This design comes from an exercise in tuning for small area on the open sky130 flow, not from production work.
In this exercise RTL edits were held to simulation tests only and were not proved equivalent to the original.
No activity file was given, so power comes from the tool's default toggle rates.

## exp/raven
==> flow/design.v <==
`timescale 1ns/1ps
package yRowPkg;
   typedef logic [256-1:0] rowData;        
   typedef logic [48-1:0] yEntry;       
   typedef logic [11-1:0] rowAddr;
   typedef logic [4-1:0] slotOneHot;        
   typedef logic [$clog2(4)-1:0] slotIndex;
endpackage
`timescale 1ns/1ps
package yCtrlPkg;
   typedef enum logic [2:0]
   {
      IDLE,
      WAIT1,    
      WAIT2,    
      WRITE_D,  
      WRITE_N,  
      GAP       
   } seqState;
endpackage
`timescale 1ns/1ps
module updateDecode
(
   input logic clock,
   input logic dpDone,
   input logic idle,
   input logic advance,
   input yRowPkg::rowAddr diagAddr,
   input yRowPkg::rowAddr nonDiagAddr,
   input yRowPkg::slotOneHot diagSlot,
   input yRowPkg::slotOneHot nonDiagSlot,
   input yRowPkg::yEntry computedDiag,
   input yRowPkg::yEntry changeData,
   output yRowPkg::rowAddr updDiagRow,
   output yRowPkg::rowAddr updNonDiagRow,
   output yRowPkg::slotIndex updDiagIdx,
   output yRowPkg::slotIndex updNonDiagIdx,
   output logic updSlotsLegal,
   output logic updSameRow,
   output yRowPkg::yEntry updDiagValue,
   output yRowPkg::yEntry updChangeValue
);
   yRowPkg::rowAddr diagRowQ;
   yRowPkg::rowAddr nonDiagRowQ;
   yRowPkg::slotIndex diagIdxQ;
   yRowPkg::slotIndex nonDiagIdxQ;
   logic codesQ;
   logic codesOk;
   yRowPkg::yEntry diagValueQ;
   yRowPkg::yEntry changeValueQ;
   function automatic yRowPkg::slotIndex encodeSlot(input yRowPkg::slotOneHot code);
      yRowPkg::slotIndex idx;
      idx = '0;
      for (int k = 0; k < 4; k++)
         if (code[k])
            idx = k[$clog2(4)-1:0];
      encodeSlot = idx;
   endfunction
   function automatic logic isOneHot(input yRowPkg::slotOneHot code);
      isOneHot = (code[0] || code[1] || code[2] || code[3])
         && !(code[0] && code[1]) && !(code[2] && code[3])
         && !((code[0] || code[1]) && (code[2] || code[3]));
   endfunction
   always_ff @(posedge clock)
   begin
      if (idle && dpDone)
      begin
         diagRowQ <= diagAddr;
         nonDiagRowQ <= nonDiagAddr;
         diagIdxQ <= encodeSlot(diagSlot);
         nonDiagIdxQ <= encodeSlot(nonDiagSlot);
         codesQ <= isOneHot(diagSlot) && isOneHot(nonDiagSlot);
         diagValueQ <= computedDiag;
         changeValueQ <= changeData;
      end
   end
   assign updSameRow = (updDiagRow == updNonDiagRow);
   assign updSlotsLegal = codesOk && !(updSameRow && (updDiagIdx == updNonDiagIdx));
   always_ff @(posedge clock)
   begin
      if (advance)
      begin
         updDiagRow <= diagRowQ;
         updNonDiagRow <= nonDiagRowQ;
         updDiagIdx <= diagIdxQ;
         updNonDiagIdx <= nonDiagIdxQ;
         codesOk <= codesQ;
         updDiagValue <= diagValueQ;
         updChangeValue <= changeValueQ;
      end
   end
endmodule
`timescale 1ns/1ps
module writeBackSequencer
(
   input logic clock,
   input logic reset,
   input logic dpDone,
   input logic cpDone,
   input yRowPkg::rowAddr updDiagRow,
   input yRowPkg::rowAddr updNonDiagRow,
   input logic updSameRow,
   output logic idle,
   output logic advance,
   output logic nonDiagPhase,
   output yRowPkg::rowAddr readAddr1,
   output yRowPkg::rowAddr readAddr2,
   output yRowPkg::rowAddr writeAddr,
   output logic writeEnable,
   output logic writeDone
);
   yCtrlPkg::seqState state;
   yCtrlPkg::seqState nextState;
   logic secondSet;
   logic accept;
   logic setEnd;    
   assign nonDiagPhase = (state == yCtrlPkg::WRITE_N);
   assign writeEnable = (state == yCtrlPkg::WRITE_D) || nonDiagPhase;
   assign setEnd = nonDiagPhase || (state == yCtrlPkg::WRITE_D && updSameRow);
   assign writeDone = setEnd && secondSet;
   assign idle = (state == yCtrlPkg::IDLE) || writeDone;    
   assign accept = idle && dpDone && cpDone;
   assign advance = accept || (setEnd && !secondSet);
   always_comb
   begin
      case (state)
         yCtrlPkg::IDLE:
            nextState = accept ? yCtrlPkg::WAIT1 : yCtrlPkg::IDLE;
         yCtrlPkg::WAIT1:
            nextState = yCtrlPkg::WAIT2;
         yCtrlPkg::WAIT2:
            nextState = yCtrlPkg::WRITE_D;
         yCtrlPkg::WRITE_D:
            if (!updSameRow)
               nextState = yCtrlPkg::WRITE_N;
            else
               nextState = !secondSet ? yCtrlPkg::GAP
                  : accept ? yCtrlPkg::WAIT1 : yCtrlPkg::IDLE;
         yCtrlPkg::WRITE_N:
            nextState = !secondSet ? yCtrlPkg::GAP
               : accept ? yCtrlPkg::WAIT1 : yCtrlPkg::IDLE;
         default:
            nextState = yCtrlPkg::WRITE_D;
      endcase
   end
   always_ff @(posedge clock)
   begin
      if (!reset)
      begin
         state <= yCtrlPkg::IDLE;
         secondSet <= 1'b0;
      end
      else
      begin
         state <= nextState;
         if (setEnd)
            secondSet <= !secondSet;
      end
   end
   assign readAddr1 = (state == yCtrlPkg::WRITE_D && !updSameRow) ? updNonDiagRow : updDiagRow;
   assign readAddr2 = readAddr1;
   assign writeAddr = nonDiagPhase ? updNonDiagRow : updDiagRow;
endmodule
`timescale 1ns/1ps
module rowMerge
(
   input logic [4-1:0] takeDiag,
   input logic [4-1:0] takeChange,
   input logic [4-1:0] keepOld,
   input logic updSlotsLegal,
   input yRowPkg::yEntry updDiagValue,
   input yRowPkg::yEntry updChangeValue,
   input yRowPkg::rowData readData1,
   output yRowPkg::rowData writeData
);
   always_comb
   begin
      for (int s = 0; s < 4; s++)
      begin
         for (int b = 0; b < 48; b++)
            writeData[s * 64 + b] = (readData1[s * 64 + b] && keepOld[s])
               || (updDiagValue[b] && takeDiag[s]) || (updChangeValue[b] && takeChange[s]);
         for (int b = 48; b < 64; b++)
            writeData[s * 64 + b] = readData1[s * 64 + b] && updSlotsLegal;
      end
   end
endmodule
`timescale 1ns/1ps
module yWriteBack
(
   input logic clock,
   input logic reset,
   input logic dpDone,
   input logic cpDone,
   input yRowPkg::rowAddr diagAddr,
   input yRowPkg::rowAddr nonDiagAddr,
   input yRowPkg::slotOneHot diagSlot,
   input yRowPkg::slotOneHot nonDiagSlot,
   input yRowPkg::yEntry computedDiag,
   input yRowPkg::yEntry changeData,
   input yRowPkg::rowData readData1,
   input yRowPkg::rowData readData2,
   output yRowPkg::rowAddr readAddr1,
   output yRowPkg::rowAddr readAddr2,
   output yRowPkg::rowAddr writeAddr,
   output yRowPkg::rowData writeData,
   output logic writeEnable,
   output logic writeDone
);
   logic idle;
   logic advance;
   logic nonDiagPhase;
   yRowPkg::rowAddr updDiagRow;
   yRowPkg::rowAddr updNonDiagRow;
   yRowPkg::slotIndex updDiagIdx;
   yRowPkg::slotIndex updNonDiagIdx;
   logic updSlotsLegal;
   logic updSameRow;
   yRowPkg::yEntry updDiagValue;
   yRowPkg::yEntry updChangeValue;
   updateDecode decode0
   (
      .clock(clock),
      .dpDone(dpDone),
      .idle(idle),
      .advance(advance),
      .diagAddr(diagAddr),
      .nonDiagAddr(nonDiagAddr),
      .diagSlot(diagSlot),
      .nonDiagSlot(nonDiagSlot),
      .computedDiag(computedDiag),
      .changeData(changeData),
      .updDiagRow(updDiagRow),
      .updNonDiagRow(updNonDiagRow),
      .updDiagIdx(updDiagIdx),
      .updNonDiagIdx(updNonDiagIdx),
      .updSlotsLegal(updSlotsLegal),
      .updSameRow(updSameRow),
      .updDiagValue(updDiagValue),
      .updChangeValue(updChangeValue)
   );
   writeBackSequencer sequencer0
   (
      .clock(clock),
      .reset(reset),
      .dpDone(dpDone),
      .cpDone(cpDone),
      .updDiagRow(updDiagRow),
      .updNonDiagRow(updNonDiagRow),
      .updSameRow(updSameRow),
      .idle(idle),
      .advance(advance),
      .nonDiagPhase(nonDiagPhase),
      .readAddr1(readAddr1),
      .readAddr2(readAddr2),
      .writeAddr(writeAddr),
      .writeEnable(writeEnable),
      .writeDone(writeDone)
   );
   logic [4-1:0] takeDiag;
   logic [4-1:0] takeChange;
   logic [4-1:0] keepOld;
   always_comb
   begin
      for (int s = 0; s < 4; s++)
      begin
         takeDiag[s] = updSlotsLegal && !nonDiagPhase && (updDiagIdx == s);
         takeChange[s] = updSlotsLegal && (nonDiagPhase || updSameRow)
            && (updNonDiagIdx == s);
         keepOld[s] = updSlotsLegal && !takeDiag[s] && !takeChange[s];
      end
   end
   rowMerge merge0
   (
      .takeDiag(takeDiag),
      .takeChange(takeChange),
      .keepOld(keepOld),
      .updSlotsLegal(updSlotsLegal),
      .updDiagValue(updDiagValue),
      .updChangeValue(updChangeValue),
      .readData1(readData1),
      .writeData(writeData)
   );
endmodule
clock: 5.0 ns
lec_check: 0
cap_margin: 10
cell_pad_in_sites_detail_placement: 1
cell_pad_in_sites_global_placement: 1
core_area: 12 12 228 228
die_area: 0 0 240 240
gpl_timing_driven: 0
slew_margin: 10
synth_hierarchical: 1
synth_minimum_keep_size: 0
standard.sh (not shown) runs the stock make flow with config.mk's settings and CLKGATE_MAP_FILE= SYNTH_SCRIPT=/design/flow/synth_recipe.tcl, a recipe that flattens the netlist after the stock synthesis.
==> flow/flow/run.sh <==
#!/bin/bash
# Standard ORFS layout, with the port buffers made of the smallest buffer cell
# and a clock tree of small buffers without dummy loads.
set -euo pipefail
export BUFFER_PORTS_ARGS="-buffer_cell sky130_fd_sc_hd__buf_1"
export CTS_ARGS="-sink_clustering_enable -repair_clock_nets -buf_list sky130_fd_sc_hd__clkbuf_8 -sink_clustering_size 20 -sink_clustering_max_diameter 60 -dont_use_dummy_load"
export PLACE_PINS_ARGS="-min_distance 1 -min_distance_in_tracks"
bash standard.sh "PLACE_PINS_ARGS=$PLACE_PINS_ARGS" "BUFFER_PORTS_ARGS=$BUFFER_PORTS_ARGS" "CTS_ARGS=$CTS_ARGS" finish > flow_make.log 2>&1
exp/raven completed; timing, DRC and antenna clean
--- input diff exp/raven..exp/nickel ---
# exp/raven
export LEC_CHECK = 0
export CAP_MARGIN = 10
export CELL_PAD_IN_SITES_DETAIL_PLACEMENT = 1
export CELL_PAD_IN_SITES_GLOBAL_PLACEMENT = 1
export CORE_AREA = 12 12 228 228
export DIE_AREA = 0 0 240 240
export GPL_TIMING_DRIVEN = 0
export SLEW_MARGIN = 10
export SYNTH_HIERARCHICAL = 1
export SYNTH_MINIMUM_KEEP_SIZE = 0
create_clock -name core_clock -period 5.0 [get_ports {clock}]
# exp/nickel
export LEC_CHECK = 0
export CAP_MARGIN = 20
export CELL_PAD_IN_SITES_DETAIL_PLACEMENT = 1
export CELL_PAD_IN_SITES_GLOBAL_PLACEMENT = 2
export CORE_AREA = 10 10 340 340
export DIE_AREA = 0 0 350 350
export PLACE_DENSITY = 0.4
export SLEW_MARGIN = 20
export SYNTH_HIERARCHICAL = 1
export SYNTH_MINIMUM_KEEP_SIZE = 0
create_clock -name core_clock -period 5.0 [get_ports {clock}]
==> flow/flow/run.sh <==
#!/bin/bash
# Standard ORFS layout, with the port buffers made of the smallest buffer cell
# and a clock tree of small buffers without dummy loads.
set -euo pipefail
export BUFFER_PORTS_ARGS="-buffer_cell sky130_fd_sc_hd__buf_1"
export CTS_ARGS="-sink_clustering_enable -repair_clock_nets -buf_list sky130_fd_sc_hd__clkbuf_8 -sink_clustering_size 20 -sink_clustering_max_diameter 60 -dont_use_dummy_load"
bash standard.sh "BUFFER_PORTS_ARGS=$BUFFER_PORTS_ARGS" "CTS_ARGS=$CTS_ARGS" finish > flow_make.log 2>&1
==> comparison <==
Taking exp/raven as the reference, in exp/nickel length of the first detailed-routing pass in iterations fell 3; relative contribution of combinational cells to total power moved down; static leakage -about 1.6%; final critical-path share of the clock period dropped 0.69 points; cell total after placement picked up an extra about 34%.
The global routing usage on met1 in exp/nickel sits 11 points below the value recorded for exp/raven.
Input changes introduced in exp/onyx (baseline for comparison: exp/nickel):
# exp/nickel
export LEC_CHECK = 0
export CAP_MARGIN = 20
export CELL_PAD_IN_SITES_DETAIL_PLACEMENT = 1
export CELL_PAD_IN_SITES_GLOBAL_PLACEMENT = 2
export CORE_AREA = 10 10 340 340
export DIE_AREA = 0 0 350 350
export PLACE_DENSITY = 0.4
export SLEW_MARGIN = 20
export SYNTH_HIERARCHICAL = 1
export SYNTH_MINIMUM_KEEP_SIZE = 0
create_clock -name core_clock -period 5.0 [get_ports {clock}]
# exp/onyx
export LEC_CHECK = 0
export CAP_MARGIN = 10
export CELL_PAD_IN_SITES_DETAIL_PLACEMENT = 1
export CELL_PAD_IN_SITES_GLOBAL_PLACEMENT = 1
export CORE_AREA = 12 12 228 228
export DIE_AREA = 0 0 240 240
export SLEW_MARGIN = 10
export SYNTH_HIERARCHICAL = 1
export SYNTH_MINIMUM_KEEP_SIZE = 0
create_clock -name core_clock -period 5.0 [get_ports {clock}]
--- a/flow/flow/run.sh
+++ b/flow/flow/run.sh
@@ -5,3 +5,4 @@
 export BUFFER_PORTS_ARGS="-buffer_cell sky130_fd_sc_hd__buf_1"
 export CTS_ARGS="-sink_clustering_enable -repair_clock_nets -buf_list sky130_fd_sc_hd__clkbuf_8 -sink_clustering_size 20 -sink_clustering_max_diameter 60 -dont_use_dummy_load"
-bash standard.sh "BUFFER_PORTS_ARGS=$BUFFER_PORTS_ARGS" "CTS_ARGS=$CTS_ARGS" finish > flow_make.log 2>&1
+export PLACE_PINS_ARGS="-min_distance 1 -min_distance_in_tracks"
+bash standard.sh "PLACE_PINS_ARGS=$PLACE_PINS_ARGS" "BUFFER_PORTS_ARGS=$BUFFER_PORTS_ARGS" "CTS_ARGS=$CTS_ARGS" finish > flow_make.log 2>&1
--- outcome ---
Between exp/onyx and exp/nickel, final instance area is higher for exp/nickel, exp/onyx comes in under that. The higher slack of the critical path of exp/onyx and exp/nickel is in exp/onyx. Compared with exp/nickel, exp/onyx shows a lower shortest period the worst path allows. In exp/onyx relative to exp/nickel, first-iteration DRC count had gone up by more than a quarter. Taking exp/nickel as the reference point, the routed wire length of exp/onyx falls by 24%. exp/onyx ended up with writeData[130] as its critical path endpoint; exp/nickel ended up with writeData[222]. Going from exp/nickel to exp/onyx, detailed-routed wire length on met3 grew slightly. Compared with exp/nickel, exp/onyx is more frugal on power. Diff exp/nickel -> exp/onyx: first-pass GRT wire length now sits lower, sequential share of layout area went up, proportion of power drawn by combinational gates rose 0.2 points, final cell count decreased about 27%.
Setup changes, exp/onyx to exp/yarrow
# exp/onyx
export LEC_CHECK = 0
export CAP_MARGIN = 10
export CELL_PAD_IN_SITES_DETAIL_PLACEMENT = 1
export CELL_PAD_IN_SITES_GLOBAL_PLACEMENT = 1
export CORE_AREA = 12 12 228 228
export DIE_AREA = 0 0 240 240
export SLEW_MARGIN = 10
export SYNTH_HIERARCHICAL = 1
export SYNTH_MINIMUM_KEEP_SIZE = 0
create_clock -name core_clock -period 5.0 [get_ports {clock}]
# exp/yarrow
export LEC_CHECK = 0
export CAP_MARGIN = 10
export CELL_PAD_IN_SITES_DETAIL_PLACEMENT = 1
export CELL_PAD_IN_SITES_GLOBAL_PLACEMENT = 1
export CORE_AREA = 5 5 225 225
export DIE_AREA = 0 0 230 230
export SLEW_MARGIN = 10
export SYNTH_HIERARCHICAL = 1
export SYNTH_MINIMUM_KEEP_SIZE = 0
create_clock -name core_clock -period 5.0 [get_ports {clock}]
--- outcome ---
As of exp/yarrow, aggregate routed wire length had fallen by a few percent compared to exp/onyx.
Re number of enable flip-flop cells after synthesis: no difference whatsoever between exp/onyx and exp/yarrow.
Looking at register-to-register slack across exp/onyx and exp/yarrow, the one that comes out higher is exp/yarrow.
Relative contribution of the clock network to total power ended up 1.4 points higher on exp/yarrow than on exp/onyx.
exp/yarrow ended with less combinational power share than exp/onyx.
Going from exp/onyx to exp/yarrow, die area saw a decrease, fill cell total of the finished layout saw an increase, async set-or-reset flop fraction in the synthesized netlist saw little to no change, non-clock buffer count saw a decrease.
exp/onyx has a higher first-pass iteration count of the detailed router than exp/yarrow.
Diff exp/onyx..exp/yarrow | summed instance area of the synthesized netlist | unchanged

[what the ideal ports hide]
In the flow no input, the clock included, has a driving cell. The finished layouts below were timed again as built, in two steps.
Step 1: set_driving_cell puts a clkbuf_16 on clock and a buf_2 on each other input, an assumption about the parent block.
Step 2 moves the port delays by t, midway between the first and last clock arrival at a register: inputs arrive t later, outputs are due t later. That takes back most of the time a late clock gives input paths.
Three values: ideal, step 1, step 2; two values: the first two.
run	shift t [ns]	slack for setup (ns)	hold slack, ns	worst setup path at the end
exp/raven	0.605	0.197 / 0.148 / 0.754	0.379 / 0.379 / 0.379	register to output
exp/nickel	0.673	0.231 / 0.175 / 0.849	0.366 / 0.366 / 0.366	register to output
exp/onyx	0.589	0.244 / 0.199 / 0.788	0.400 / 0.400 / 0.400	register to output
exp/yarrow	0.618	0.348 / 0.302 / 0.920	0.371 / 0.371 / 0.371	register to output
After both steps setup and hold are still met in every run listed.
